From an optimization exercise on the open Yosys and OpenROAD flow, aimed at small area, a short achievable clock period and few clock cycles per item; shortcuts taken in it are not production practice.
The RTL was checked by simulation tests, not by an equivalence proof against the original design.
Power and IR drop assume default switching activity.

==> flow/design.v <==
package iol_pkg;
    localparam int unsigned Cap  = 64;
    localparam int unsigned ValW = 32;
    localparam logic [2:0] MODE_GET  = 3'd0;
    localparam logic [2:0] MODE_HEAD = 3'd1;
    localparam logic [2:0] MODE_TAIL = 3'd2;
    localparam logic [2:0] MODE_AT   = 3'd3;
    localparam logic [2:0] MODE_DEL  = 3'd4;
    localparam logic [1:0] ST_DONE  = 2'd0;
    localparam logic [1:0] ST_RANGE = 2'd1;
    localparam logic [1:0] ST_FULL  = 2'd2;
endpackage
import iol_pkg::*;
module iol_mem (
    input  logic            i_clk,
    input  logic [Cap-1:0]  i_sel,
    input  logic            i_wr_en,
    input  logic [ValW-1:0] i_wr_data,
    output logic [ValW-1:0] o_rd_data
);
    logic [ValW-1:0] r_d [Cap];
    for (genvar i = 0; i < Cap; i++) begin : g_slot
        always_ff @(posedge i_clk) begin
            if (i_wr_en && i_sel[i]) r_d[i] <= i_wr_data;
        end
    end
    always_comb begin
        o_rd_data = '0;
        for (int i = 0; i < Cap; i++) o_rd_data |= {ValW{i_sel[i]}} & r_d[i];
    end
endmodule
import iol_pkg::*;
module iol_ctrl (
    input  logic             i_clk,
    input  logic             i_rst_n,
    input  logic             i_valid,
    output logic             o_ready,
    input  logic [47:0]      i_data,
    output logic [Cap-1:0]   o_sel,
    output logic             o_wr_en,
    output logic [ValW-1:0]  o_wr_data,
    input  logic [ValW-1:0]  i_rd_data,
    output logic             o_valid,
    input  logic             i_ready,
    output logic [47:0]      o_data
);
    logic            r1_v, r_fire;
    logic            r_hold1, r_hold2;    
    logic            r1_get, r1_ins, r1_at, r1_del;
    logic            r1_lt, r1_gt;    
    logic [ValW-1:0] r1_val;
    logic [Cap-1:0]  r1_oh;     
    logic [Cap-1:0]  r1_ge;     
    logic [6:0] r_len;
    logic [5:0] r_map [Cap];
    logic       full;
    assign full = r_len[6];
    logic            r2_v, r2_found, r2_wr;
    logic [Cap-1:0]  r2_sel;              
    logic [ValW-1:0] r2_val;
    logic [6:0]      r2_len;
    logic [1:0]      r2_st;
    logic [1:0]      r_qc;                
    logic [41:0]     r_q [2];             
    logic fire, take, pop, push;
    assign fire = r_fire;                 
    assign take = i_valid && o_ready;
    assign pop  = o_valid && i_ready;
    assign push = r2_v && (r_qc != 2'd2 || pop);
    logic ins_en, del_en;
    assign ins_en = fire && r1_ins && !full;
    assign del_en = fire && r1_del;
    logic [5:0] look;           
    always_comb begin
        look = '0;
        for (int i = 0; i < Cap; i++) look |= {6{r1_oh[i]}} & r_map[i];
    end
    logic       ins_ok, del_ok, found;
    logic [1:0] st;
    logic [6:0] len_n, len_eff;
    assign ins_ok = r1_ins && !full && !(r1_at && r1_gt);
    assign del_ok = r1_del && r1_lt;
    assign found  = r1_get && r1_lt;
    always_comb begin
        st = ST_DONE;
        if ((r1_get || r1_del) && !r1_lt) st = ST_RANGE;
        else if (r1_at && r1_gt) st = ST_RANGE;
        else if (r1_ins && full) st = ST_FULL;
    end
    assign len_n   = ins_ok ? r_len + 7'd1 : del_ok ? r_len - 7'd1 : r_len;
    assign len_eff = fire ? len_n : r_len;    
    logic [7:0]     hi_n, lo_n;
    logic [Cap-1:0] sel_n;
    for (genvar k = 0; k < 8; k++) begin : g_dec
        assign hi_n[k] = r1_get ? look[5:3] == 3'(k) : r_map[Cap-1][5:3] == 3'(k);
        assign lo_n[k] = r1_get ? look[2:0] == 3'(k) : r_map[Cap-1][2:0] == 3'(k);
    end
    for (genvar i = 0; i < Cap; i++) begin : g_sel
        assign sel_n[i] = hi_n[i / 8] && lo_n[i % 8];
    end
    logic [2:0] in_mode;
    logic [9:0] in_pos, in_pe;
    logic       in_get, in_head, in_tail, in_at, in_del;
    assign in_mode = i_data[2:0];
    assign in_pos  = i_data[12:3];
    assign in_get  = in_mode == MODE_GET;
    assign in_head = in_mode == MODE_HEAD;
    assign in_tail = in_mode == MODE_TAIL;
    assign in_at   = in_mode == MODE_AT;
    assign in_del  = in_mode == MODE_DEL;
    assign in_pe   = in_head ? 10'd0 : in_tail ? {3'b0, len_eff} : in_pos;
    logic [Cap-1:0] oh_n, ge_n;
    for (genvar i = 0; i < Cap; i++) begin : g_in
        assign oh_n[i] = in_pe == 10'(i);
        assign ge_n[i] = !in_get && in_pe <= 10'(i);
    end
    logic [41:0] res;
    logic        q0_res, q0_next, q0_keep;
    assign o_sel     = r2_sel;
    assign o_wr_en   = r2_wr;
    assign o_wr_data = r2_val;
    assign res = {r2_len, r2_st, r2_found, i_rd_data | {ValW{!r2_found}}};
    assign q0_res  = push && r_qc - {1'b0, pop} == 2'd0;
    assign q0_next = !q0_res && pop;
    assign q0_keep = !q0_res && !pop;
    always_ff @(posedge i_clk) begin
        if (o_ready) begin
            r1_get <= in_get;
            r1_ins <= in_head || in_tail || in_at;
            r1_at  <= in_at;
            r1_del <= in_del;
            r1_lt  <= in_pos < {3'b0, len_eff};
            r1_gt  <= in_pos > {3'b0, len_eff};
            r1_val <= i_data[44:13];
        end
        r1_oh  <= ({Cap{o_ready}} & oh_n) | ({Cap{r_hold1}} & r1_oh);
        r1_ge  <= ({Cap{o_ready}} & ge_n) | ({Cap{r_hold1}} & r1_ge);
        r2_sel <= ({Cap{fire}} & sel_n) | ({Cap{r_hold2}} & r2_sel);
        r2_val <= ({ValW{fire}} & r1_val) | ({ValW{r_hold2}} & r2_val);
        if (fire) begin
            r_len    <= len_n;
            r2_wr    <= ins_en;
            r2_found <= found;
            r2_len   <= len_n;
            r2_st    <= st;
        end
        for (int i = 0; i < Cap; i++) begin
            if (ins_en && i > 0 && r1_ge[i-1 < 0 ? 0 : i-1])
                r_map[i] <= r_map[i-1 < 0 ? 0 : i-1];
            else if (ins_en && r1_oh[i]) r_map[i] <= r_map[Cap-1];
            else if (del_en && r1_ge[i])
                r_map[i] <= (i == Cap - 1) ? look : r_map[i+1 > Cap-1 ? Cap-1 : i+1];
        end
        r_q[0] <= ({42{q0_res}} & res) | ({42{q0_next}} & r_q[1]) | ({42{q0_keep}} & r_q[0]);
        if (push && r_qc - {1'b0, pop} == 2'd1) r_q[1] <= res;
        if (!i_rst_n) begin
            r1_v    <= 1'b0;
            r_fire  <= 1'b0;
            r_hold2 <= 1'b1;
            r_hold1 <= 1'b0;
            r2_v    <= 1'b0;
            r_qc    <= '0;
            o_valid <= 1'b0;
            r_len   <= '0;
            o_ready <= 1'b1;
            for (int i = 0; i < Cap; i++) r_map[i] <= 6'(i);
        end else begin
            logic       n1v, n2v, nfire;
            logic [1:0] nqc;
            n1v   = take || (r1_v && !fire);
            n2v   = fire || (r2_v && !push);
            nqc   = r_qc - {1'b0, pop} + {1'b0, push};
            nfire = n1v && ({1'b0, n2v} + nqc <= 2'd2);
            r1_v    <= n1v;
            r_fire  <= nfire;
            r_hold2 <= !nfire;
            r_hold1 <= !(!n1v || nfire);
            r2_v    <= n2v;
            r_qc    <= nqc;
            o_valid <= nqc != 2'd0;
            o_ready <= !n1v || nfire;
        end
    end
    assign o_data = {2'b00, 4'b0, r_q[0]};
endmodule
import iol_pkg::*;
module indexed_ordered_list (
    input  logic        i_clk,
    input  logic        i_rst_n,
    input  logic        s_axis_tvalid,
    output logic        s_axis_tready,
    input  logic [47:0] s_axis_tdata,    
    output logic        m_axis_tvalid,
    input  logic        m_axis_tready,
    output logic [47:0] m_axis_tdata     
);
    logic [Cap-1:0]  sel;
    logic            wr_en;
    logic [ValW-1:0] wr_data, rd_data;
    iol_mem u_mem (
        .i_clk(i_clk), .i_sel(sel), .i_wr_en(wr_en), .i_wr_data(wr_data),
        .o_rd_data(rd_data)
    );
    iol_ctrl u_ctrl (
        .i_clk(i_clk), .i_rst_n(i_rst_n),
        .i_valid(s_axis_tvalid), .o_ready(s_axis_tready), .i_data(s_axis_tdata),
        .o_sel(sel), .o_wr_en(wr_en), .o_wr_data(wr_data), .i_rd_data(rd_data),
        .o_valid(m_axis_tvalid), .i_ready(m_axis_tready), .o_data(m_axis_tdata)
    );
endmodule
clock: 6.0 ns
lec_check: 0
cap_margin: 20
core_margin: 2
core_utilization: 45
cts_cluster_diameter: 100
cts_cluster_size: 25
setup_slack_margin: 3.1
slew_margin: 20
run.sh (not shown) runs the stock make flow with config.mk's settings and CLKGATE_MAP_FILE= SYNTH_SCRIPT=/design/flow/synth_recipe.tcl, a recipe that flattens the netlist after the stock synthesis.
Testbench counts at the start, summed over its fixed seeds: cycles 20,024, items 20,000.
Edit:
--- a/flow/design.v
+++ b/flow/design.v
@@ -46,5 +46,4 @@
 );
     logic            r1_v, r_fire;
-    logic            r_hold1, r_hold2;    
     logic            r1_get, r1_ins, r1_at, r1_del;
     logic            r1_lt, r1_gt;    
@@ -110,9 +109,4 @@
     assign in_del  = in_mode == MODE_DEL;
     assign in_pe   = in_head ? 10'd0 : in_tail ? {3'b0, len_eff} : in_pos;
-    logic [Cap-1:0] oh_n, ge_n;
-    for (genvar i = 0; i < Cap; i++) begin : g_in
-        assign oh_n[i] = in_pe == 10'(i);
-        assign ge_n[i] = !in_get && in_pe <= 10'(i);
-    end
     logic [41:0] res;
     logic        q0_res, q0_next, q0_keep;
@@ -133,12 +127,14 @@
             r1_gt  <= in_pos > {3'b0, len_eff};
             r1_val <= i_data[44:13];
-        end
-        r1_oh  <= ({Cap{o_ready}} & oh_n) | ({Cap{r_hold1}} & r1_oh);
-        r1_ge  <= ({Cap{o_ready}} & ge_n) | ({Cap{r_hold1}} & r1_ge);
-        r2_sel <= ({Cap{fire}} & sel_n) | ({Cap{r_hold2}} & r2_sel);
-        r2_val <= ({ValW{fire}} & r1_val) | ({ValW{r_hold2}} & r2_val);
+            for (int i = 0; i < Cap; i++) begin
+                r1_oh[i] <= in_pe == 10'(i);
+                r1_ge[i] <= !in_get && in_pe <= 10'(i);
+            end
+        end
         if (fire) begin
             r_len    <= len_n;
+            r2_sel   <= sel_n;
             r2_wr    <= ins_en;
+            r2_val   <= r1_val;
             r2_found <= found;
             r2_len   <= len_n;
@@ -157,6 +153,4 @@
             r1_v    <= 1'b0;
             r_fire  <= 1'b0;
-            r_hold2 <= 1'b1;
-            r_hold1 <= 1'b0;
             r2_v    <= 1'b0;
             r_qc    <= '0;
@@ -174,6 +168,4 @@
             r1_v    <= n1v;
             r_fire  <= nfire;
-            r_hold2 <= !nfire;
-            r_hold1 <= !(!n1v || nfire);
             r2_v    <= n2v;
             r_qc    <= nqc;
After rerunning: Total power climbs by 19%. Routed wire length went up by 2.0%. Sequential power is higher by about 2%. Cell area grows by 1.7%. Clock skew went down by 0.0087 ns. Worst hold slack gets worse by 0.034 ns. Global-route usage goes up by 0.88 points. Maximum frequency came out lower by 6.0%. First-iteration DRC count goes up by 4.7%. Die area went up by 0.32%. Count of clock-buffer cells in the layout is lower by 14. Worst setup slack is worse by 0.20 ns.
Testbench counts after the change, summed over its fixed seeds: cycles 20,024, items 20,000.

-- re-timing with driven ports --
No port has a modelled driver above. Below, the same layouts with a new extraction and two added sets of constraints. Step 1 assumes that a clkbuf_16 drives the clock port and a buf_2 every other input. Step 2 also shifts input and output timing later by t, the mid clock arrival at the registers, as if the neighbouring blocks saw the same clock. Slacks: ideal / step 1 / step 2; pairs: ideal / step 1.
run	t, ns	setup WS [ns]	hold slack, ns
the first run	0.949	2.802 / 2.802 / 2.451	0.461 / 0.461 / 0.461
the second run	0.955	2.598 / 2.598 / 2.271	0.426 / 0.426 / 0.426
After both steps setup and hold are still met in every run listed. For the first run, which loses most, drivers alone change the setup slack by 0.000 ns; drivers and shift together by -0.351 ns.
